What follows belongs to an exercise in optimizing a design on an open flow for small area, a short achievable clock period and few clock cycles per item; a production flow would make more cautious choices. Only simulation tests tie the RTL to the original design; equivalence was not proved. No activity file was given, so power comes from the tool's default toggle rates.

File: flow/run.sh
#!/bin/bash
# synth_recipe.tcl (not shown) runs the flow's synth.tcl, then flattens the netlist and writes it again
# the make line also repeats each setting of config.mk as NAME=value (left out here)
make -C /OpenROAD-flow-scripts/flow DESIGN_CONFIG=/design/flow/config.mk WORK_HOME=/design/flow/orfs CLKGATE_MAP_FILE= SYNTH_SCRIPT=/design/flow/synth_recipe.tcl finish
File: flow/config.mk
export PLATFORM = sky130hd
export DESIGN_NAME = hierarchical_bitmap_find_first
export DESIGN_NICKNAME = hierarchical_bitmap_find_first
export VERILOG_FILES = /design/flow/design.v
export SDC_FILE = /design/flow/constraint.sdc
export NUM_CORES = 4
export LEC_CHECK = 0
export CAP_MARGIN = 20
export CORE_MARGIN = 2
export CORE_UTILIZATION = 45
export GPL_TIMING_DRIVEN = 1
export MIN_ROUTING_LAYER = met2
export PLACE_DENSITY = 0.6
export SETUP_SLACK_MARGIN = 5
export SLEW_MARGIN = 20
export SYNTH_MEMORY_MAX_BITS = 8192
File: flow/constraint.sdc
create_clock -name core_clock -period 10.0 [get_ports {clk}]
set_input_delay 2.0000 -clock core_clock [delete_from_list [all_inputs] [get_ports {clk}]]
set_output_delay 2.0000 -clock core_clock [all_outputs]
set_load 0.01 [all_outputs]
File: flow/design.v
`timescale 1ns / 1ps
`default_nettype none
package hbff_pkg;
  localparam logic [2:0] OP_GET  = 3'd0;
  localparam logic [2:0] OP_SET  = 3'd1;
  localparam logic [2:0] OP_FIND = 3'd2;
  localparam logic [2:0] OP_POP  = 3'd3;
  localparam logic [2:0] OP_FILL = 3'd4;
  function automatic logic [31:0] scan16(input logic [15:0] w);
    logic [15:0] any, two;
    any = w;
    two = '0;
    for (int k = 0; k < 4; k++)
      for (int i = 15; i >= (1 << k); i--) begin
        two[i] = two[i] | two[i - (1 << k)] | (any[i] & any[i - (1 << k)]);
        any[i] = any[i] | any[i - (1 << k)];
      end
    scan16 = {two, any};
  endfunction
  function automatic logic [15:0] low16(input logic [15:0] w);
    logic [31:0] s;
    s = scan16(w);
    low16 = w & ~{s[14:0], 1'b0};
  endfunction
  function automatic logic [15:0] sec16(input logic [15:0] w);
    logic [31:0] s;
    s = scan16(w);
    sec16 = w & {s[14:0], 1'b0} & ~{s[30:16], 1'b0};
  endfunction
  function automatic logic two16(input logic [15:0] w);
    logic [31:0] s;
    s = scan16(w);
    two16 = s[31];
  endfunction
  function automatic logic three16(input logic [15:0] w);
    logic [31:0] s;
    s = scan16(w);
    three16 = |(w & {s[30:16], 1'b0});
  endfunction
  function automatic logic [15:0] dec16(input logic [3:0] x);
    dec16 = 16'd1 << x;
  endfunction
  function automatic logic [3:0] enc16(input logic [15:0] oh);
    logic [3:0] r;
    r = '0;
    for (int i = 0; i < 16; i++) if (oh[i]) r = r | i[3:0];
    enc16 = r;
  endfunction
endpackage
`default_nettype wire
`timescale 1ns / 1ps
`default_nettype none
module hbff_group (
  input  logic         clk,
  input  logic         all,        
  input  logic         d,          
  input  logic         gsel_w,     
  input  logic [15:0]  wrow,       
  input  logic [15:0]  wcol,       
  input  logic [15:0]  ja,         
  input  logic [15:0]  jb,         
  output logic         nz_any,     
  output logic         nz_two,     
  output logic [15:0]  lw1,        
  output logic [15:0]  lw2,        
  output logic [15:0]  wa,         
  output logic [15:0]  wb          
);
  logic [255:0] q;
  logic [15:0] nz;
  logic [15:0] row_en;
  always_comb begin
    for (int j = 0; j < 16; j++) row_en[j] = all | (gsel_w & wrow[j]);
  end
  always_ff @(posedge clk) begin
    for (int j = 0; j < 16; j++)
      for (int c = 0; c < 16; c++)
        if (row_en[j] & wcol[c]) q[j*16 + c] <= d;
  end
  always_comb begin
    for (int j = 0; j < 16; j++) nz[j] = |q[j*16 +: 16];
    nz_any = |nz;
    lw1    = hbff_pkg::low16(nz);
    lw2    = hbff_pkg::sec16(nz);
    nz_two = hbff_pkg::two16(nz);
    wa = '0;
    wb = '0;
    for (int j = 0; j < 16; j++) begin
      wa = wa | ({16{ja[j]}} & q[j*16 +: 16]);
      wb = wb | ({16{jb[j]}} & q[j*16 +: 16]);
    end
  end
endmodule
module hbff_ram (
  input  logic          clk,
  input  logic          clr,        
  input  logic          fill,       
  input  logic          fill_value,
  input  logic          we,         
  input  logic [15:0]   wr_g,       
  input  logic [15:0]   wr_r,       
  input  logic [15:0]   wr_c,       
  input  logic          wr_value,
  input  logic [15:0]   ja,
  input  logic [15:0]   jb,
  output logic [15:0]   nz_any,
  output logic [15:0]   nz_two,
  output logic [255:0]   lw1,
  output logic [255:0]   lw2,
  output logic [255:0]   wa,
  output logic [255:0]   wb
);
  logic        all, d;
  logic [15:0] gsel_w, wrow, wcol;
  assign all = clr | fill;
  assign d   = ~clr & (fill ? fill_value : wr_value);
  always_comb begin
    for (int i = 0; i < 16; i++) begin
      gsel_w[i] = we & wr_g[i];
      wrow[i]   = wr_r[i];
      wcol[i]   = all | wr_c[i];
    end
  end
  for (genvar g = 0; g < 16; g++) begin : grp
    hbff_group u_group (
      .clk    (clk),
      .all    (all),
      .d      (d),
      .gsel_w (gsel_w[g]),
      .wrow   (wrow),
      .wcol   (wcol),
      .ja     (ja),
      .jb     (jb),
      .nz_any (nz_any[g]),
      .nz_two (nz_two[g]),
      .lw1    (lw1[g*16 +: 16]),
      .lw2    (lw2[g*16 +: 16]),
      .wa     (wa[g*16 +: 16]),
      .wb     (wb[g*16 +: 16])
    );
  end
endmodule
`default_nettype wire
`timescale 1ns / 1ps
`default_nettype none
module hbff_ctrl (
  input  logic        clk,
  input  logic        rst,
  input  logic        req_valid,
  output logic        req_ready,
  input  logic [2:0]  req_op,
  input  logic [11:0] req_index,
  input  logic        req_value,
  output logic        rsp_valid,
  input  logic        rsp_ready,
  output logic        rsp_bit_state,
  output logic [11:0] rsp_first_index,
  output logic        rsp_is_empty,
  output logic        clr,
  output logic        fill,
  output logic        fill_value,
  output logic        we,
  output logic [15:0] wr_g,
  output logic [15:0] wr_r,
  output logic [15:0] wr_c,
  output logic        wr_value,
  output logic        freeze,     
  output logic [15:0] rd_g,       
  output logic [15:0] rd_j,       
  input  logic [15:0] rd_word,
  input  logic        f1_valid,
  input  logic        f1_unknown,
  input  logic [11:0] f1_index,
  input  logic        f1_gt,
  input  logic        f1_eq,
  output logic [11:0] cur_idx,
  input  logic        f2_valid,
  input  logic        f2_unknown,
  input  logic [11:0] f2_index,
  output logic        l_empty,
  output logic        l_fill1,
  output logic        l_set1,
  output logic        l_we,
  output logic        l_wval,
  output logic [11:0] l_idx,
  output logic        nl_set1,
  output logic        nl_we,
  output logic        nl_wval,
  output logic [11:0] nl_idx
);
  logic        s0_v;
  logic [2:0]  s0_op;
  logic [11:0] s0_idx;
  logic        s0_val;
  logic        rst_q;
  logic        s1_v;
  logic [2:0]  s1_op;
  logic [11:0] s1_idx;
  logic        s1_val;
  logic        stall, exec, s1_next;
  logic        nx_v;
  logic [2:0]  nx_op;
  logic [11:0] nx_idx;
  logic        f1v_q, f1u_q, f2v_q, f2u_q;
  logic        f1gt_q, f1eq_q;    
  logic [11:0] f1_q, f2_q;
  logic        l_pop, l_set0;
  logic        first_v, first_u;
  logic [47:0] first_d, dec_f1, dec_f2, dec_l, dec_s;
  logic [11:0] first_i;
  logic        is_get, is_set, is_find, is_pop, is_fill;
  logic        r1_v, r1_get, r1_e;
  logic [3:0]  r1_gs;
  logic [11:0] r1_f;
  logic [15:0] r1_g;
  logic [13:0] in_d;
  logic [13:0] qd [4];
  logic [13:0] qd_next [4];
  logic [2:0]  qn, qn_next;
  logic [2:0]  cnt, cnt_next;
  logic        acc, take;
  function automatic logic [47:0] dec12(input logic [11:0] x);
    dec12 = {hbff_pkg::dec16(x[11:8]), hbff_pkg::dec16(x[7:4]), hbff_pkg::dec16(x[3:0])};
  endfunction
  assign dec_f1 = dec12(f1_q);
  assign dec_f2 = dec12(f2_q);
  assign dec_l  = dec12(l_idx);
  assign dec_s  = dec12(s0_idx);
  always_comb begin
    first_u = f1u_q;
    if (l_empty) begin
      first_u = 1'b0;
      first_v = 1'b0;
      first_i = f1_q;
      first_d = dec_f1;
    end else if (l_fill1) begin
      first_u = 1'b0;
      first_v = 1'b1;
      first_i = '0;
      first_d = dec12(12'd0);
    end else if (l_pop || (l_set0 && f1v_q && f1eq_q)) begin
      first_v = f2v_q;
      first_i = f2_q;
      first_d = dec_f2;
      first_u = f1u_q | f2u_q;
    end else if (l_set1 && (!f1v_q || f1gt_q)) begin
      first_v = 1'b1;
      first_i = l_idx;
      first_d = dec_l;
    end else begin
      first_v = f1v_q;
      first_i = f1_q;
      first_d = dec_f1;
    end
  end
  assign is_get  = (s0_op == hbff_pkg::OP_GET);
  assign is_set  = (s0_op == hbff_pkg::OP_SET);
  assign is_find = (s0_op == hbff_pkg::OP_FIND);
  assign is_pop  = (s0_op == hbff_pkg::OP_POP);
  assign is_fill = (s0_op == hbff_pkg::OP_FILL);
  assign cur_idx    = s0_idx;
  assign nl_set1    = exec & is_set & s0_val;
  assign nl_we      = we;
  assign nl_wval    = wr_value;
  assign nl_idx     = is_pop ? first_i : s0_idx;
  assign stall      = s0_v & (is_find | is_pop) & first_u;
  assign exec       = s0_v & ~stall;
  assign clr        = rst_q;
  assign fill       = exec & is_fill;
  assign fill_value = s0_val;
  assign we         = exec & (is_set | (is_pop & first_v));
  assign {wr_g, wr_r, wr_c} = is_pop ? first_d : dec_s;
  assign wr_value   = is_set & s0_val;
  assign nx_v   = s1_v | acc;
  assign nx_op  = s1_v ? s1_op : req_op;
  assign nx_idx = s1_v ? s1_idx : req_index;
  always_ff @(posedge clk) begin
    freeze <= ~rst & ~stall & nx_v & (nx_op == hbff_pkg::OP_GET);
    for (int i = 0; i < 16; i++) begin
      rd_g[i] <= (nx_idx[11:8] == i[3:0]);
      rd_j[i] <= (nx_idx[7:4] == i[3:0]);
    end
  end
  always_ff @(posedge clk) begin
    rst_q <= rst;
    if (rst) begin
      s0_v <= 1'b0;
      s1_v <= 1'b0;
    end else if (!stall) begin
      if (s1_v) begin
        s0_v   <= 1'b1;
        s0_op  <= s1_op;
        s0_idx <= s1_idx;
        s0_val <= s1_val;
      end else begin
        s0_v   <= acc;
        s0_op  <= req_op;
        s0_idx <= req_index;
        s0_val <= req_value;
      end
      s1_v <= 1'b0;
    end else begin
      s1_v <= s1_next;
      if (!s1_v) begin
        s1_op  <= req_op;
        s1_idx <= req_index;
        s1_val <= req_value;
      end
    end
    if (!freeze) begin
      f1v_q   <= f1_valid;
      f1u_q   <= f1_unknown;
      f1gt_q  <= f1_gt;
      f1eq_q  <= f1_eq;
      f1_q    <= f1_index;
      f2v_q   <= f2_valid;
      f2u_q   <= f2_unknown;
      f2_q    <= f2_index;
      l_empty <= rst_q | (exec & is_fill & ~s0_val);
      l_fill1 <= exec & is_fill & s0_val;
      l_pop   <= exec & is_pop;
      l_set0  <= exec & is_set & ~s0_val;
      l_set1  <= nl_set1;
      l_we    <= nl_we;
      l_wval  <= nl_wval;
      l_idx   <= nl_idx;
    end
  end
  assign acc   = req_valid & req_ready;
  assign take  = rsp_valid & rsp_ready;
  assign cnt_next = cnt + {2'b0, acc} - {2'b0, take};
  assign s1_next  = stall & (s1_v | acc);
  always_ff @(posedge clk) begin
    r1_v   <= exec & ~rst;
    r1_get <= is_get;
    r1_gs  <= s0_idx[3:0];
    r1_f   <= ((is_find | is_pop) & first_v) ? first_i : 12'd0;
    r1_e   <= (is_find | is_pop) & ~first_v;
    r1_g   <= rd_word;
  end
  assign in_d = {r1_get & r1_g[r1_gs], r1_f, r1_e};
  always_comb begin
    for (int i = 0; i < 4; i++) begin
      if (take) begin
        if (i + 1 < qn) qd_next[i] = qd[i+1];
        else            qd_next[i] = in_d;
      end else begin
        if (i < qn) qd_next[i] = qd[i];
        else        qd_next[i] = in_d;
      end
    end
    qn_next = qn + {2'b0, r1_v} - {2'b0, take};
  end
  always_ff @(posedge clk) begin
    if (rst) begin
      rsp_valid <= 1'b0;
      qn        <= 3'd0;
      cnt       <= 3'd0;
      req_ready <= 1'b1;
    end else begin
      cnt       <= cnt_next;
      req_ready <= (cnt_next != 3'd4) & ~s1_next;
      qn        <= qn_next;
      rsp_valid <= (qn_next != 3'd0);
    end
    for (int i = 0; i < 4; i++) qd[i] <= qd_next[i];
  end
  assign {rsp_bit_state, rsp_first_index, rsp_is_empty} = qd[0];
endmodule
`default_nettype wire
`timescale 1ns / 1ps
`default_nettype none
module hbff_dp (
  input  logic          clk,
  input  logic [15:0]   nz_any,
  input  logic [15:0]   nz_two,
  input  logic [255:0]  lw1,
  input  logic [255:0]  lw2,
  input  logic [255:0]  wa,
  input  logic [255:0]  wb,
  output logic [15:0]   ja,
  output logic [15:0]   jb,
  input  logic          freeze,
  input  logic [15:0]   rd_g,       
  input  logic [15:0]   rd_j,       
  output logic [15:0]   rd_word,
  input  logic          l_empty,    
  input  logic          l_fill1,    
  input  logic          l_set1,     
  input  logic          l_we,       
  input  logic          l_wval,     
  input  logic [11:0]   l_idx,
  input  logic          nl_set1,
  input  logic          nl_we,
  input  logic          nl_wval,
  input  logic [11:0]   nl_idx,
  input  logic [11:0]   cur_idx,    
  output logic          f1_valid,
  output logic          f1_unknown,
  output logic [11:0]   f1_index,
  output logic          f1_gt,      
  output logic          f1_eq,      
  output logic          f2_valid,
  output logic          f2_unknown,
  output logic [11:0]   f2_index
);
  logic [15:0]  gnz, g_has2;
  logic [15:0]  anyb, twob;        
  logic [15:0]  sel1, sel2a, sel2b;
  logic [31:0]  gs;
  logic         w3;
  logic [15:0]  j1, j2;
  assign gnz    = nz_any;
  assign g_has2 = nz_two;
  always_comb begin
    gs   = hbff_pkg::scan16(gnz);
    anyb = {gs[14:0], 1'b0};
    for (int g = 0; g < 16; g++)
      twob[g] = (g > 0) ? (gs[16 + g - 1] | (|(g_has2 & ((16'd1 << g) - 16'd1)))) : 1'b0;
    sel1  = gnz & ~anyb;
    sel2a = g_has2 & ~anyb;
    sel2b = gnz & anyb & ~twob;
    w3    = hbff_pkg::three16(gnz) | (|g_has2);
    j1 = '0;
    j2 = '0;
    for (int g = 0; g < 16; g++) begin
      j1 = j1 | ({16{sel1[g]}} & lw1[g*16 +: 16]);
      j2 = j2 | ({16{sel2a[g]}} & lw2[g*16 +: 16]) | ({16{sel2b[g]}} & lw1[g*16 +: 16]);
    end
  end
  logic        w1v, w2v, w3v;
  logic [15:0] g1q, j1q, g2q, j2q;
  always_ff @(posedge clk) begin
    if (!freeze) begin
      w1v <= |gnz;
      g1q <= sel1;
      j1q <= j1;
      w2v <= |(sel2a | sel2b);
      w3v <= w3;
      g2q <= sel2a | sel2b;
      j2q <= j2;
    end
  end
  logic [15:0] ga, a, b;
  assign ga = freeze ? rd_g : g1q;
  assign ja = freeze ? rd_j : j1q;
  assign jb = j2q;
  always_comb begin
    a = '0;
    b = '0;
    for (int g = 0; g < 16; g++) begin
      a = a | ({16{ga[g]}} & wa[g*16 +: 16]);
      b = b | ({16{g2q[g]}} & wb[g*16 +: 16]);
    end
  end
  assign rd_word = a;
  logic [15:0] a_q, b_q;
  logic        w1v_q, w2v_q, w3v_q;
  logic [7:0]  w1_q, w2_q;
  logic        l2_fill1, l2_set1;
  logic [11:0] l2_idx;
  logic [7:0]  w1n, w2n;
  logic        i0_in, i0_lo, i0_mid, i0_v, i1_in, i1_lo, i1_mid, i1_v;
  logic        i0lo_q, i0mid_q, i0v_q, i1lo_q, i1mid_q, i1v_q, lt_q, pa_q, pb_q;
  function automatic logic lo_of(input logic [7:0] w, input logic v1, input logic [7:0] w1);
    lo_of = ~v1 | (w < w1);
  endfunction
  function automatic logic mid_of(input logic [7:0] w, input logic v1, input logic [7:0] w1,
                                  input logic v2, input logic [7:0] w2);
    mid_of = v1 & (w > w1) & (~v2 | (w < w2));
  endfunction
  always_comb begin
    w1n    = {hbff_pkg::enc16(g1q), hbff_pkg::enc16(j1q)};
    w2n    = {hbff_pkg::enc16(g2q), hbff_pkg::enc16(j2q)};
    i0_in  = (w1v & (l_idx[11:4] == w1n)) | (w2v & (l_idx[11:4] == w2n));
    i0_lo  = lo_of(l_idx[11:4], w1v, w1n);
    i0_mid = mid_of(l_idx[11:4], w1v, w1n, w2v, w2n);
    i0_v   = l_set1 & ~i0_in & ~(nl_we & ~nl_wval & (nl_idx == l_idx));
    i1_in  = (w1v & (nl_idx[11:4] == w1n)) | (w2v & (nl_idx[11:4] == w2n));
    i1_lo  = lo_of(nl_idx[11:4], w1v, w1n);
    i1_mid = mid_of(nl_idx[11:4], w1v, w1n, w2v, w2n);
    i1_v   = nl_set1 & ~i1_in & ~(i0_v & (nl_idx == l_idx));
  end
  always_ff @(posedge clk) begin
    if (!freeze) begin
      i0lo_q   <= i0_lo;
      i0mid_q  <= i0_mid;
      i0v_q    <= i0_v;
      i1lo_q   <= i1_lo;
      i1mid_q  <= i1_mid;
      i1v_q    <= i1_v;
      lt_q     <= (l_idx < nl_idx);
      pa_q     <= nl_we & w1v & (nl_idx[11:4] == w1n);
      pb_q     <= nl_we & w2v & (nl_idx[11:4] == w2n);
      a_q      <= a;
      b_q      <= b;
      w1v_q    <= w1v;
      w1_q     <= w1n;
      w2v_q    <= w2v;
      w3v_q    <= w3v;
      w2_q     <= w2n;
      l2_fill1 <= l_fill1;
      l2_set1  <= l_set1;
      l2_idx   <= l_idx;
    end
  end
  logic [15:0] ap, bp, wmask;
  logic        i0first, ifv, isv;
  logic [11:0] if_i, is_i;
  logic        if_lo, if_mid, is_lo, is_mid;
  logic [9:0]  slot_v;
  logic [11:0] slot_x [10];
  logic        got1;
  logic [9:0]  slot_gt, slot_eq;
  logic [7:0]  cw;
  logic [3:0]  cb;
  always_comb begin
    wmask = hbff_pkg::dec16(l_idx[3:0]);
    ap    = pa_q ? ((a_q & ~wmask) | ({16{l_wval}} & wmask)) : a_q;
    bp    = pb_q ? ((b_q & ~wmask) | ({16{l_wval}} & wmask)) : b_q;
    i0first = i0v_q & (~i1v_q | lt_q);
    ifv     = i0v_q | i1v_q;
    isv     = i0v_q & i1v_q;
    if_i    = i0first ? l2_idx : l_idx;
    is_i    = i0first ? l_idx : l2_idx;
    if_lo   = i0first ? i0lo_q : i1lo_q;
    if_mid  = i0first ? i0mid_q : i1mid_q;
    is_lo   = i0first ? i1lo_q : i0lo_q;
    is_mid  = i0first ? i1mid_q : i0mid_q;
    slot_v[0] = ifv & if_lo;
    slot_x[0] = if_i;
    slot_v[1] = isv & is_lo;
    slot_x[1] = is_i;
    slot_v[2] = |ap;
    slot_x[2] = {w1_q, hbff_pkg::enc16(hbff_pkg::low16(ap))};
    slot_v[3] = hbff_pkg::two16(ap);
    slot_x[3] = {w1_q, hbff_pkg::enc16(hbff_pkg::sec16(ap))};
    slot_v[4] = ifv & if_mid;
    slot_x[4] = if_i;
    slot_v[5] = isv & is_mid;
    slot_x[5] = is_i;
    slot_v[6] = |bp;
    slot_x[6] = {w2_q, hbff_pkg::enc16(hbff_pkg::low16(bp))};
    slot_v[7] = hbff_pkg::two16(bp);
    slot_x[7] = {w2_q, hbff_pkg::enc16(hbff_pkg::sec16(bp))};
    slot_v[8] = ifv & ~if_lo & ~if_mid & ~w3v_q;
    slot_x[8] = if_i;
    slot_v[9] = isv & ~is_lo & ~is_mid & ~w3v_q;
    slot_x[9] = is_i;
    cw = cur_idx[11:4];
    cb = cur_idx[3:0];
    for (int s = 0; s < 10; s++) begin
      slot_gt[s] = (slot_x[s][11:4] > cw) | ((slot_x[s][11:4] == cw) & (slot_x[s][3:0] > cb));
      slot_eq[s] = (slot_x[s] == cur_idx);
    end
    f1_valid = 1'b0;
    f1_index = '0;
    f1_gt    = 1'b1;
    f1_eq    = 1'b0;
    f2_valid = 1'b0;
    f2_index = '0;
    got1     = 1'b0;
    for (int s = 0; s < 10; s++) begin
      if (slot_v[s]) begin
        if (!got1) begin
          f1_valid = 1'b1;
          f1_index = slot_x[s];
          f1_gt    = slot_gt[s];
          f1_eq    = slot_eq[s];
        end else if (!f2_valid) begin
          f2_valid = 1'b1;
          f2_index = slot_x[s];
        end
        got1 = 1'b1;
      end
    end
    f1_unknown = w3v_q & ~f1_valid;
    f2_unknown = w3v_q & ~f2_valid;
    if (l_empty) begin
      f1_gt      = 1'b1;
      f1_eq      = 1'b0;
      f1_valid   = 1'b0;
      f2_valid   = 1'b0;
      f1_unknown = 1'b0;
      f2_unknown = 1'b0;
    end else if (l_fill1) begin
      f1_valid   = 1'b1;
      f1_index   = 12'd0;
      f1_gt      = 1'b0;
      f1_eq      = (cur_idx == 12'd0);
      f2_valid   = 1'b1;
      f2_index   = 12'd1;
      f1_unknown = 1'b0;
      f2_unknown = 1'b0;
    end else if (l2_fill1) begin
      f1_unknown = 1'b1;
      f2_unknown = 1'b1;
    end
  end
endmodule
`default_nettype wire
`timescale 1ns / 1ps
`default_nettype none
module hierarchical_bitmap_find_first (
  input  logic        clk,
  input  logic        rst,
  input  logic        req_valid,
  output logic        req_ready,
  input  logic [2:0]  req_op,
  input  logic [11:0] req_index,
  input  logic        req_value,
  output logic        rsp_valid,
  input  logic        rsp_ready,
  output logic        rsp_bit_state,
  output logic [11:0] rsp_first_index,
  output logic        rsp_is_empty
);
  logic          clr, fill, fill_value, we, wr_value;
  logic [15:0]   rd_word;
  logic          freeze;
  logic [15:0]   wr_g, wr_r, wr_c;
  logic [15:0]   rd_g, rd_j;
  logic [15:0]   ja, jb, nz_any, nz_two;
  logic [255:0]   lw1;
  logic [255:0]   lw2;
  logic [255:0]   wa;
  logic [255:0]   wb;
  logic          f1_valid, f2_valid, f2_unknown;
  logic          l_empty, l_fill1, l_set1, l_we, l_wval, f1_unknown, f1_gt, f1_eq;
  logic [11:0]   cur_idx, nl_idx;
  logic          nl_set1, nl_we, nl_wval;
  logic [11:0]   l_idx;
  logic [11:0]   f1_index, f2_index;
  hbff_ctrl u_ctrl (
    .clk             (clk),
    .rst             (rst),
    .req_valid       (req_valid),
    .req_ready       (req_ready),
    .req_op          (req_op),
    .req_index       (req_index),
    .req_value       (req_value),
    .rsp_valid       (rsp_valid),
    .rsp_ready       (rsp_ready),
    .rsp_bit_state   (rsp_bit_state),
    .rsp_first_index (rsp_first_index),
    .rsp_is_empty    (rsp_is_empty),
    .clr             (clr),
    .fill            (fill),
    .fill_value      (fill_value),
    .we              (we),
    .wr_g            (wr_g),
    .wr_r            (wr_r),
    .wr_c            (wr_c),
    .wr_value        (wr_value),
    .freeze          (freeze),
    .rd_g            (rd_g),
    .rd_j            (rd_j),
    .rd_word         (rd_word),
    .f1_valid        (f1_valid),
    .f1_unknown      (f1_unknown),
    .f1_gt           (f1_gt),
    .f1_eq           (f1_eq),
    .cur_idx         (cur_idx),
    .f1_index        (f1_index),
    .f2_valid        (f2_valid),
    .f2_unknown      (f2_unknown),
    .f2_index        (f2_index),
    .l_empty         (l_empty),
    .l_fill1         (l_fill1),
    .l_set1          (l_set1),
    .l_we            (l_we),
    .l_wval          (l_wval),
    .l_idx           (l_idx),
    .nl_set1         (nl_set1),
    .nl_we           (nl_we),
    .nl_wval         (nl_wval),
    .nl_idx          (nl_idx)
  );
  hbff_ram u_ram (
    .clk        (clk),
    .clr        (clr),
    .fill       (fill),
    .fill_value (fill_value),
    .we         (we),
    .wr_g       (wr_g),
    .wr_r       (wr_r),
    .wr_c       (wr_c),
    .wr_value   (wr_value),
    .ja         (ja),
    .jb         (jb),
    .nz_any     (nz_any),
    .nz_two     (nz_two),
    .lw1        (lw1),
    .lw2        (lw2),
    .wa         (wa),
    .wb         (wb)
  );
  hbff_dp u_dp (
    .clk        (clk),
    .nz_any     (nz_any),
    .nz_two     (nz_two),
    .lw1        (lw1),
    .lw2        (lw2),
    .wa         (wa),
    .wb         (wb),
    .ja         (ja),
    .jb         (jb),
    .freeze     (freeze),
    .rd_g       (rd_g),
    .rd_j       (rd_j),
    .rd_word    (rd_word),
    .l_empty    (l_empty),
    .l_fill1    (l_fill1),
    .l_set1     (l_set1),
    .l_we       (l_we),
    .l_wval     (l_wval),
    .l_idx      (l_idx),
    .nl_set1    (nl_set1),
    .nl_we      (nl_we),
    .nl_wval    (nl_wval),
    .nl_idx     (nl_idx),
    .f2_unknown (f2_unknown),
    .f1_valid (f1_valid),
    .f1_unknown (f1_unknown),
    .f1_gt      (f1_gt),
    .f1_eq      (f1_eq),
    .cur_idx    (cur_idx),
    .f1_index (f1_index),
    .f2_valid (f2_valid),
    .f2_index (f2_index)
  );
endmodule
`default_nettype wire
==> impl_results.md, run 1 <==
- Area contributors post-synth: edfxtp_1, nor2_1, a221oi_1, a22o_1, a22oi_1
- Predominant post-synthesis flop cell: edfxtp_1
- H-Tree Level Count: 5
- Residual overflow from global routing: between 10,000 and 15,000
- Buffer cell driving the clock tree root: clkbuf_16
- Post-synth top area share: 54.8%
- Post-synth EDFFs: 4,328
- Cell count after synthesis: 22,326
- Number of buffers on the longest clock path: 4
- Number of buffers inserted by port buffering: 35
- Number of placement rows: approximately 270
- Chip Height: 730 um
- Syn Area/Cell: ~11 um^2
- Multiplexer share of the synthesized area: 0.712%
- Top-level port count: 36
- Share of the yosys chip area belonging to registers: about 56%
- Detailed placement HPWL: between 1000 and 1500 mm
- Flops & latches, synth: 4,449
- Maximum number of pins on one net before global-route repair: 254
- Distinct cells, synth: 116
- Arithmetic-cell share of the synthesized area counting full adders, half adders and majority gates: less than 1%
- Outcome: aborted with a tool error
- Die outline width: between 700 and 800 um
- Post-synthesis async set-or-reset flop share: 0%
- Most area-hungry cell type in the Yosys netlist: edfxtp_1
- First-pass GRT wire length: 2520 mm
- Weighted congestion reported at the end of routability-driven placement: 1.46
- Synth Area in Simple Gates: between 10% and 20%
- Starting density of the core: 45.2%
- Area share of xor/xnor cells in the synthesized design: 0.391%
- Number of clock buffers inserted by TritonCTS: roughly 480
- GRT Overall Usage: a little over nine tenths
- Number of global-route vias before repair: approximately 370k
- Main combinational cell family by area after synthesis: compound AO/OA/AOI/OAI gates
- Yosys Warn Count: 7
- Compound-Gate Fraction of Synth Area: between 20% and 30%
- Stop stage: global routing
- Total nets after synthesis: approximately 22,000
- First reported error: [ERROR GRT-0116] Global routing finished with congestion. Check the congestion regions in the DRC Viewer.
- CTS sink cnt: ~4,400
- Post-synth design cell area: 237,000 um^2
power by group through the flow:
stage,combinational [mW],clock (mW),sequential [mW]
CTS,6.48,18.8,23.1
global placement,6.23,0,23.4
floorplan,3.36,0,22.9
detailed placement,6.32,0,23.4
logic make-up after synthesis:
group	Yosys count
adder cells (fa/ha/maj)	154
multiplexers	153
AND/OR/NAND/NOR	8900
AO/OA/AOI/OAI	6394
XOR/XNOR	106
flip-flops	4449
buffers and inverters	2170
cell usage after synthesis, types with 50 or more instances:
library cell / count
a211oi_1: 66
a21oi_1: 581
a221oi_1: 1667
a22o_1: 1592
a22oi_1: 1067
a31oi_1: 350
and3_1: 312
and4_1: 169
buf_1: 337
clkbuf_1: 1677
dfxtp_1: 121
edfxtp_1: 4328
ha_1: 101
inv_1: 115
maj3_1: 50
mux2_2: 77
mux2i_1: 71
nand2_1: 654
nand2b_1: 74
nand3_1: 326
nand4_1: 680
nor2_1: 4795
nor2b_1: 51
nor3_1: 237
nor4_1: 1225
o211ai_1: 52
o21ai_0: 373
o22ai_1: 123
or3_1: 50
xnor2_1: 83
what timing repair did:
item                                    4_1_cts
endpoints found under the hold margin         0
setup buffers                               466
gates cloned                                  0
pin swaps                                   280
resized for setup                          1164
endpoints found under the setup margin      200
hold buffers                                  0
through the flow:
| stage | cells | worst slack, ns | cell area, um^2 | hold slack [ns] |
|---|---|---|---|---|
| 2_1_floorplan | 22326 | -10.19 | 237000 | 0.400 |
| 3_3_place_gp | 28424 | 1.15 | 251000 | 0.451 |
| 3_5_place_dp | 28441 | 2.22 | 252000 | 0.465 |
| 4_1_cts | 29806 | 4.65 | 279000 | 0.483 |
per-layer routing:
| layer | GRT usage (%) | overflow |
|---|---|---|
| met3 | 105 | 7817 |
| met4 | 91.4 | 1301 |
| met2 | 96.3 | 1693 |
| met1 | - | - |
| met5 | 98.5 | 1150 |
how the worst max path moves through the flow:
| stage | startpoint | slack, ns | to | cells after the start |
|---|---|---|---|---|
| 2_1_floorplan | u_ctrl.s0_op[2] | -10.19 | u_ram.grp[0].u_group.q[0] | 4 |
| 4_1_cts | u_ram.grp[5].u_group.q[33] | 4.65 | u_dp.j2q[7] | 13 |
| 3_3_place_gp | u_ram.grp[6].u_group.q[51] | 1.15 | u_dp.j2q[8] | 12 |
| 3_5_place_dp | u_ram.grp[8].u_group.q[67] | 2.22 | u_dp.j2q[7] | 12 |
Testbench counts, summed over its fixed seeds: cycles 24,826, items 24,000.
==> run 2, diff against run 1 <==
--- a/flow/config.mk
+++ b/flow/config.mk
@@ -7,10 +7,9 @@
 export LEC_CHECK = 0
 export CAP_MARGIN = 20
 export CORE_MARGIN = 2
-export CORE_UTILIZATION = 45
+export CORE_UTILIZATION = 35
 export GPL_TIMING_DRIVEN = 1
-export MIN_ROUTING_LAYER = met2
-export PLACE_DENSITY = 0.6
+export PLACE_DENSITY = 0.45
 export SETUP_SLACK_MARGIN = 5
 export SLEW_MARGIN = 20
 export SYNTH_MEMORY_MAX_BITS = 8192
==> impl_results.md, run 2 <==
- Outcome: complete, but fails checks
- Layout Check Fail Reasons: max-capacitance violations, max-slew violations
- Number of violations reported at the end of detailed-routing iteration 0: 49,685
- Crit path launch type: register
- Most common cell in the synthesized netlist: nor2_1
- Clock tree from TritonCTS: built
- Synth cell count leaders: nor2_1, edfxtp_1, clkbuf_1
- Total count of max-transition violations in the final report: 2
- First-pass GRT wire length: approximately 2200 mm
- Type of the setup path with the least slack: reg -> reg
- Predominant post-synthesis flop cell: edfxtp_1
- Number of buffers inserted by port buffering: 35 (unchanged)
- CP cell instances: buf_8 -> mux2_8 -> buf_4 -> a22o_1 -> a221oi_1 -> a31oi_2 -> nor4_1 -> nand4_1 -> buf_4
- Slew at the pin with the worst max-slew slack: between 1.5 and 2 ns
- Post-synthesis async set-or-reset flop share: 0% (unchanged)
- Vias per Instance: 7.67
- GRT Overall Usage: about half
- Distinct cells, synth: 116 (unchanged)
- Number of endpoints failing setup at the final stage: 0
- Regs by FF count: u_ram.grp.u_group.q x4096, u_ctrl.qd x56
- Final routed wire length divided by cell count: ~54 um
- Maximum number of pins on one net before global-route repair: 255
- Relative slew slack: -2.35%
- Cell type of the slowest stage on the worst timing path: nor4_1
- Core Footprint: 676,000 um^2
- Fmax: approximately 0.18 GHz
- Crit. End Element: register
- Static leakage: roughly 95 nW
- FF/Latch Area: approximately 130,000 um^2
- Syn Area/Cell: 10.6 um^2 (unchanged)
- Initial antenna violation count: between 200 and 250
- DIE AREA: just under 700,000 um^2
- Number of standard cells in the final layout excluding fillers: approximately 32,000
- Worst reg2reg endpoint: u_dp.a_q[1]
- Area contributors post-synth: edfxtp_1, nor2_1, a221oi_1, a22o_1, a22oi_1
- Setup repair after global routing missed its margin: true
- Weighted congestion reported at the end of routability-driven placement: 1.17 (-20%)
- Post-synth EDFFs: 4,328 (unchanged)
- Residual overflow from global routing: 0
- Share of the yosys chip area belonging to registers: 55.8% (unchanged)
- Area of combinational cells with multiple inputs: ~110,000 um^2
- Worst flop-to-flop path startpoint: u_ctrl.freeze
- Yosys Warn Count: 7 (unchanged)
- Worst Hold End: u_ctrl.qd[3][13]
- Cts-stage hold buffer count: 0 (unchanged)
- Number of global-route vias before repair: 219,564
- Startpoint of the tightest hold check path: u_ctrl.qd[3][13]
- Flip-flop count of the largest register after layout: 4,096
- Starting density of the core: 35.1% (-10 points)
- Longest individual stage delay on the worst path: around 1.4 ns
- Minimum clock period: roughly 5.5 ns
- Final period util: around 55%
- Most frequent standard cell in the layout excluding fill and tap cells: nor2_1
- Hold path cells: 2
- Post-synth design cell area: 237,000 um^2 (unchanged)
- Sum of internal, switching and leakage power: a little over 50 mW
- Number of clock buffers inserted by TritonCTS: 544 (+14%)
- Setup slack of the worst register-to-register path: around 4.5 ns
- Pwr per Cell Area: ~180 nW/um^2
- Nets: 22,935
- Worst voltage drop across the vdd grid: ~0.21 mV
- Hold crit path type: reg -> reg
- Maximum fanout count along the critical path: 26
- Number of fill cells: 64,656
- Number of buffers on the longest clock path: 4 (unchanged)
- H-Tree Level Count: 6 (+1)
- Detailed placement HPWL: 1260 mm (+9.2%)
- Max_cap viols: 1
- Final critical-path setup slack: between 4 and 5 ns
- Buffer cell driving the clock tree root: clkbuf_16
- Cell count after synthesis: 22,326 (unchanged)
- Post-detailed-routing wire length: 1760 mm
- First-pass detailed-route iteration total: 14
- Detail Route Antenna Nets: 0
- Chip Height: 828 um (+13%)
- Clock-pin slew of the registers on the worst-case setup and hold paths: 0.06 ns
- Share of final-layout standard cells stronger than drive strength 1: around a fifth
- Post-synth top area share: 54.8% (unchanged)
- Most used cell along the critical path: buf_4
- Vias after detailed routing: ~250k
- Number of placement rows: 302 (+14%)
- Required @ worst endpoint: between 10 and 15 ns
- DRC errors left: 0
- Worst setup slack after placement: 1.83 ns (-0.397 ns)
- Instance count after placement with tap cells included: 30,496 (+7.2%)
- Total nets after synthesis: 22,449 (unchanged)
- Number of failing hold endpoints at the final stage: 0
- Top-level port count: 36 (unchanged)
- Most area-hungry cell type in the Yosys netlist: edfxtp_1
- Sum of negative setup slack: 0 ns
- Final Skew: around 0.083 ns
- Utilization of the core after routing: between 40% and 50%
- CTS sink cnt: 4,449 (unchanged)
- Data arrival at the endpoint of the critical path: between 6 and 7 ns
- Latest clock arrival within the worst-skew pair: ~1.2 ns
- Most used cells in the layout excluding fill and tap cells: nor2_1, edfxtp_1, buf_4, a221oi_1, a22o_1
- Die outline width: 828 um (+13%)
- Area growth syn-to-layout: 22.5%
- Worst r2r path cells: 9
- Flops & latches, synth: 4,449 (unchanged)
- Top reg by flops: u_ram.grp.u_group.q
-- run 2: cell counts after synthesis --
No cell type changed its count.
-- run 2: logic make-up after synthesis --
kind of cell | Yosys count | share of synthesized area, %
xor+xnor | 106 | 0.391
fa+ha+maj | 154 | 0.765
buf+inv | 2170 | 3.46
compound gates | 6394 | 20.9
simple gates | 8900 | 18.0
flops | 4449 | 55.8
mux | 153 | 0.712
-- run 2: metrics by stage --
step,hold WS (ns),area (um^2)
after floorplan,0.400,237000
after global placement,0.452,255000
after detailed placement,0.455,256000
after CTS,0.468,285000
after global routing,0.497,290000
final,0.461,291000
-- run 2: routing by layer --
| metal | wire [um] | GRT usage [%] |
|---|---|---|
| met1 | 638000 | 60.8 |
| met2 | 678000 | 65.8 |
| met3 | 264000 | 21.4 |
| met4 | 176000 | 36.8 |
| met5 | 1260 | 0.147 |
-- run 2: area by class of cell --
class / instances / share of cell area [%]
multi-input combinational: 15712 / 38.1
clock inverter: 308 / 1.23
inverter: 122 / 0.168
antenna: 141 / 0.121
clock buffer: 671 / 4.89
tap: 8968 / 3.86
timing repair buffer: 1983 / 6.06
sequential: 4449 / 45.5
-- run 2: worst max-delay path, delay by kind of cell (launching register included) --
family	cells	cell delay, ns
buffers and inverters	3	1.14
AND/OR/NAND/NOR	2	1.56
AO/OA/AOI/OAI	3	1.05
multiplexers	1	0.69
flip-flops	1	0.52
-- run 2: how the worst max path moves through the flow --
stage	from	endpoint	slack, ns
after floorplan	u_ctrl.s0_op[2]	u_ram.grp[0].u_group.q[0]	-10.19
final	u_ctrl.freeze	u_dp.a_q[1]	4.46
after CTS	u_ram.grp[12].u_group.q[27]	u_dp.j2q[5]	4.79
after global placement	u_ram.grp[4].u_group.q[41]	u_dp.j2q[5]	1.74
after detailed placement	u_ram.grp[0].u_group.q[26]	u_dp.j2q[5]	1.83
after global routing	u_dp.j2q[14]	u_dp.b_q[11]	4.86
-- run 2: report_power, final --
group	internal (mW)	switching [mW]
Clock	11.3	9.07
Sequential	21.8	1.67
Combinational	1.93	5.40
Total	35.1	16.1
-- run 2: what timing repair did --
action | 4_1_cts | 5_1_grt
endpoints found under the setup margin | 127 | 209
resized for setup | 1265 | 461
cloned | 5 | 16
buffers inserted | 520 | 191
pin swaps | 307 | 181
==> run 3, diff against run 2 <==
--- a/flow/config.mk
+++ b/flow/config.mk
@@ -6,10 +6,12 @@
 export NUM_CORES = 4
 export LEC_CHECK = 0
 export CAP_MARGIN = 20
+export CELL_PAD_IN_SITES_DETAIL_PLACEMENT = 1
+export CELL_PAD_IN_SITES_GLOBAL_PLACEMENT = 1
 export CORE_MARGIN = 2
-export CORE_UTILIZATION = 35
+export CORE_UTILIZATION = 40
 export GPL_TIMING_DRIVEN = 1
-export PLACE_DENSITY = 0.45
+export PLACE_DENSITY = 0.5
 export SETUP_SLACK_MARGIN = 5
 export SLEW_MARGIN = 20
 export SYNTH_MEMORY_MAX_BITS = 8192
==> impl_results.md, run 3 <==
- GR Layer Usage met1: 65.0% (+4.2 points)
- Post-detailed-routing wire length: 1690 mm (-3.7%)
- Outcome: complete, but fails checks
- Most area-hungry cell type in the Yosys netlist: edfxtp_1
- Setup repair after global routing missed its margin: true
- Cell count after synthesis: 22,326 (unchanged)
- Worst flop-to-flop path startpoint: u_dp.j2q[13]
- Vias per Instance: 8.08 (+5.4%)
- Number of failing hold endpoints at the final stage: 0 (unchanged)
- Total nets after synthesis: 22,449 (unchanged)
- Layout Check Fail Reasons: max-capacitance violations, max-slew violations
- Latest clock arrival within the worst-skew pair: 1.20 ns (+0.03 ns)
- H-Tree Level Count: 6 (unchanged)
- Cell type of the slowest stage on the worst timing path: a221oi_1
- Buffer cell driving the clock tree root: clkbuf_16
- Vias after detailed routing: 250,116 (+0.84%)
- DRC errors left: 0 (unchanged)
- Fmax: 0.180 GHz (-0.38%)
- Crit. End Element: register
- Number of standard cells in the final layout excluding fillers: 30,942 (-4.4%)
- GR Util met2: 72.0% (+6.1 points)
- Clock-pin slew of the registers on the worst-case setup and hold paths: 0.07 ns (about the same)
- Distinct cells, synth: 116 (unchanged)
- Most common cell in the synthesized netlist: nor2_1
- Final critical-path setup slack: 4.44 ns (-0.0212 ns)
- CTS sink cnt: 4,449 (unchanged)
- Worst r2r path cells: 8 (-1)
- Final routed wire length divided by cell count: 54.7 um (+0.70%)
- Number of endpoints failing setup at the final stage: 0 (unchanged)
- Regs by FF count: u_ram.grp.u_group.q x4096, u_ctrl.qd x56
- Required @ worst endpoint: 10.68 ns (-0.16 ns)
- First-pass detailed-route iteration total: 12 (-2)
- Flops & latches, synth: 4,449 (unchanged)
- Data arrival at the endpoint of the critical path: 6.24 ns (-0.14 ns)
- Worst Hold End: u_ctrl.qd[3][2]
- Post-synth top area share: 54.8% (unchanged)
- Sum of negative setup slack: 0 ns (unchanged)
- Nets: 22,680 (-1.1%)
- Yosys Warn Count: 7 (unchanged)
- Max_cap viols: 1 (unchanged)
- Number of buffers inserted by port buffering: 35 (unchanged)
- Weighted congestion reported at the end of routability-driven placement: 1.15 (-1.1%)
- Hold path cells: 1 (-1)
- Top reg by flops: u_ram.grp.u_group.q
- GR Util met3: 26.9% (+5.5 points)
- Utilization of the core after routing: 48.3% (+5.3 points)
- Hold crit path type: reg -> reg
- Maximum number of pins on one net before global-route repair: 268 (+5.1%)
- Final Skew: 0.109 ns (+0.0260 ns)
- Core Footprint: 591,000 um^2 (-13%)
- Worst voltage drop across the vdd grid: 0.195 mV (-8.6%)
- Number of placement rows: 282 (-6.6%)
- Family with the most delay on the worst path: compound AO/OA/AOI/OAI gates
- Worst setup slack after placement: 2.05 ns (+0.220 ns)
- Chip Height: 774 um (-6.4%)
- Total count of max-transition violations in the final report: 79 (+77)
- Share of the yosys chip area belonging to registers: 55.8% (unchanged)
- Syn Area/Cell: 10.6 um^2 (unchanged)
- Instance count after placement with tap cells included: 29,200 (-4.2%)
- Fin Hold WS: 0.484 ns (+0.0224 ns)
- Area contributors post-synth: edfxtp_1, nor2_1, a221oi_1, a22o_1, a22oi_1
- Top-level port count: 36 (unchanged)
- Post-synth design cell area: 237,000 um^2 (unchanged)
- Placed cell areas: 253,000 um^2 (-1.1%)
- Startpoint of the tightest hold check path: u_ctrl.qd[3][2]
- Type of the setup path with the least slack: reg -> reg
- Maximum fanout count along the critical path: 27 (+3.8%)
- Post-Layout Inst Area: 285,000 um^2 (-1.8%)
- GRT Overall Usage: 53.9% (+5.1 points)
- Final period util: 55.6% (+0.21 points)
- Most used cells in the layout excluding fill and tap cells: nor2_1, edfxtp_1, a221oi_1, a22o_1, buf_4
- Number of clock buffers inserted by TritonCTS: 528 (-2.9%)
- Post-synth EDFFs: 4,328 (unchanged)
- Most frequent standard cell in the layout excluding fill and tap cells: nor2_1
- Pwr per Cell Area: 177 nW/um^2 (+0.55%)
- Number of global-route vias before repair: 228,508 (+4.1%)
- Flip-flop count of the largest register after layout: 4,096 (unchanged)
- Static leakage: 92.8 nW (-2.1%)
- Starting density of the core: 40.2% (+5.1 points)
- Minimum clock period: 5.56 ns (+0.0212 ns)
- Sum of internal, switching and leakage power: 50.5 mW (-1.3%)
- Slew at the pin with the worst max-slew slack: 1.54 ns (+0.0159 ns)
- Relative slew slack: -2.47% (-0.13 points)
- Crit path launch type: register
- Gr busiest metal: met2
- Residual overflow from global routing: 0 (unchanged)
- Longest individual stage delay on the worst path: 0.83 ns (-0.53 ns)
- Predominant post-synthesis flop cell: edfxtp_1
- Initial antenna violation count: 239 (unchanged)
- Post-synthesis async set-or-reset flop share: 0% (unchanged)
- Area growth syn-to-layout: 20.2%
- Buffer and inverter count on the worst path: 2 (-1)
- Number of buffers on the longest clock path: 4 (unchanged)
- Detail Route Antenna Nets: 0 (unchanged)
- CP cell instances: buf_4 -> buf_4 -> a221oi_1 -> nand3_1 -> o21ai_0 -> nand2_1 -> a221oi_1 -> nand4b_1
- Detailed placement HPWL: 1210 mm (-4.1%)
- DIE AREA: 600,000 um^2 (-12%)
- Setup slack of the worst register-to-register path: 4.44 ns (-0.02 ns)
- First-pass GRT wire length: 2200 mm (-1.8%)
- Worst reg2reg endpoint: u_dp.b_q[1]
- Synth cell count leaders: nor2_1, edfxtp_1, clkbuf_1
- Die outline width: 774 um (-6.4%)
- Share of final-layout standard cells stronger than drive strength 1: 18.3% (-1.2 points)
- Number of violations reported at the end of detailed-routing iteration 0: 51,503 (+3.7%)
- Clock tree from TritonCTS: built
==> run 3: changes by cell type in the layout (fill, tap and decap cells not counted), sizes merged <==
cell	previous run	this run
diode	141	155
clkinvlp	31	25
bufinv	41	34
clkinv	214	233
buf	1934	1712
mux2	82	77
clkbuf	683	640
inv	144	140
==> run 3: worst max path at each step <==
stage / from / end / slack [ns] / depth (start not counted)
after global routing: u_ram.grp[6].u_group.q[60] / u_dp.j2q[0] / 4.68 / 19
after CTS: u_ram.grp[6].u_group.q[63] / u_dp.j2q[9] / 4.88 / 14
after floorplan: u_ctrl.s0_op[2] / u_ram.grp[0].u_group.q[0] / -10.19 / 4
after global placement: u_ram.grp[6].u_group.q[139] / u_dp.j2q[0] / 1.88 / 13
final: u_dp.j2q[13] / u_dp.b_q[1] / 4.44 / 8
after detailed placement: u_ram.grp[6].u_group.q[234] / u_dp.j2q[0] / 2.05 / 12
==> run 3: kinds of logic (layout without fill, tap and decap cells) <==
kind of cell / count (synthesis) / count (layout) / share of synthesized area [%]
simple gates: 8900 / 8900 / 18.0
flops: 4449 / 4449 / 55.8
fa+ha+maj: 154 / 154 / 0.765
buf+inv: 2170 / 2821 / 3.46
other cells: 0 / 155 / 0
xor+xnor: 106 / 106 / 0.391
mux: 153 / 153 / 0.712
compound gates: 6394 / 6394 / 20.9
==> run 3: metal layers <==
| layer | vias up | wire, um |
|---|---|---|
| met5 | - | 2680 |
| met4 | 136 | 180000 |
| met3 | 7327 | 283000 |
| met2 | 25958 | 646000 |
| met1 | 126402 | 581000 |
| li1 | 90293 | - |
==> run 3: timing repair <==
action / in CTS / in global routing
gates resized for setup: 1276 / 253
setup endpoints to repair: 827 / 655
setup buffers: 545 / 76
hold buffers: 0 / 0
pin swaps: 348 / 104
gates cloned: 2 / 0
==> run 3: final cells by class <==
type	instances	area, um^2
clock buffers	640	13800
inverters	122	483
clock inverters	310	3430
fillers	61760	305000
repair buffers	1749	15300
well taps	7810	9770
multi-input cells	15707	110000
diodes	155	388
flip-flops and latches	4449	132000
==> run 3: power by group <==
part           internal [mW]  total, mW  switching [mW]
Combinational           1.88       7.25            5.37
Clock                   10.9       19.9            8.98
Sequential              21.8       23.4            1.64

## re-timing with driven ports
In the flow no input, the clock included, has a driving cell. The finished layouts below were timed again as built, in two steps.
Step 1, drivers: a clkbuf_16 drives clk and a buf_2 each remaining input, both assumed.
Step 2, shift: input delay + t, output delay - t, t = (earliest + latest rising clock arrival at the registers) / 2. This alone moves slack from input paths to output paths.
Slacks: ideal / step 1 / step 2; pairs: ideal / step 1.
run	t (ns)	setup slack, ns	clock arrival spread, ns	cell pins on the clock port's net
run 2	1.282	4.463 / 4.463 / 4.463	0.100 / 0.101	1
run 3	1.292	4.442 / 4.442 / 4.442	0.109 / 0.110	1
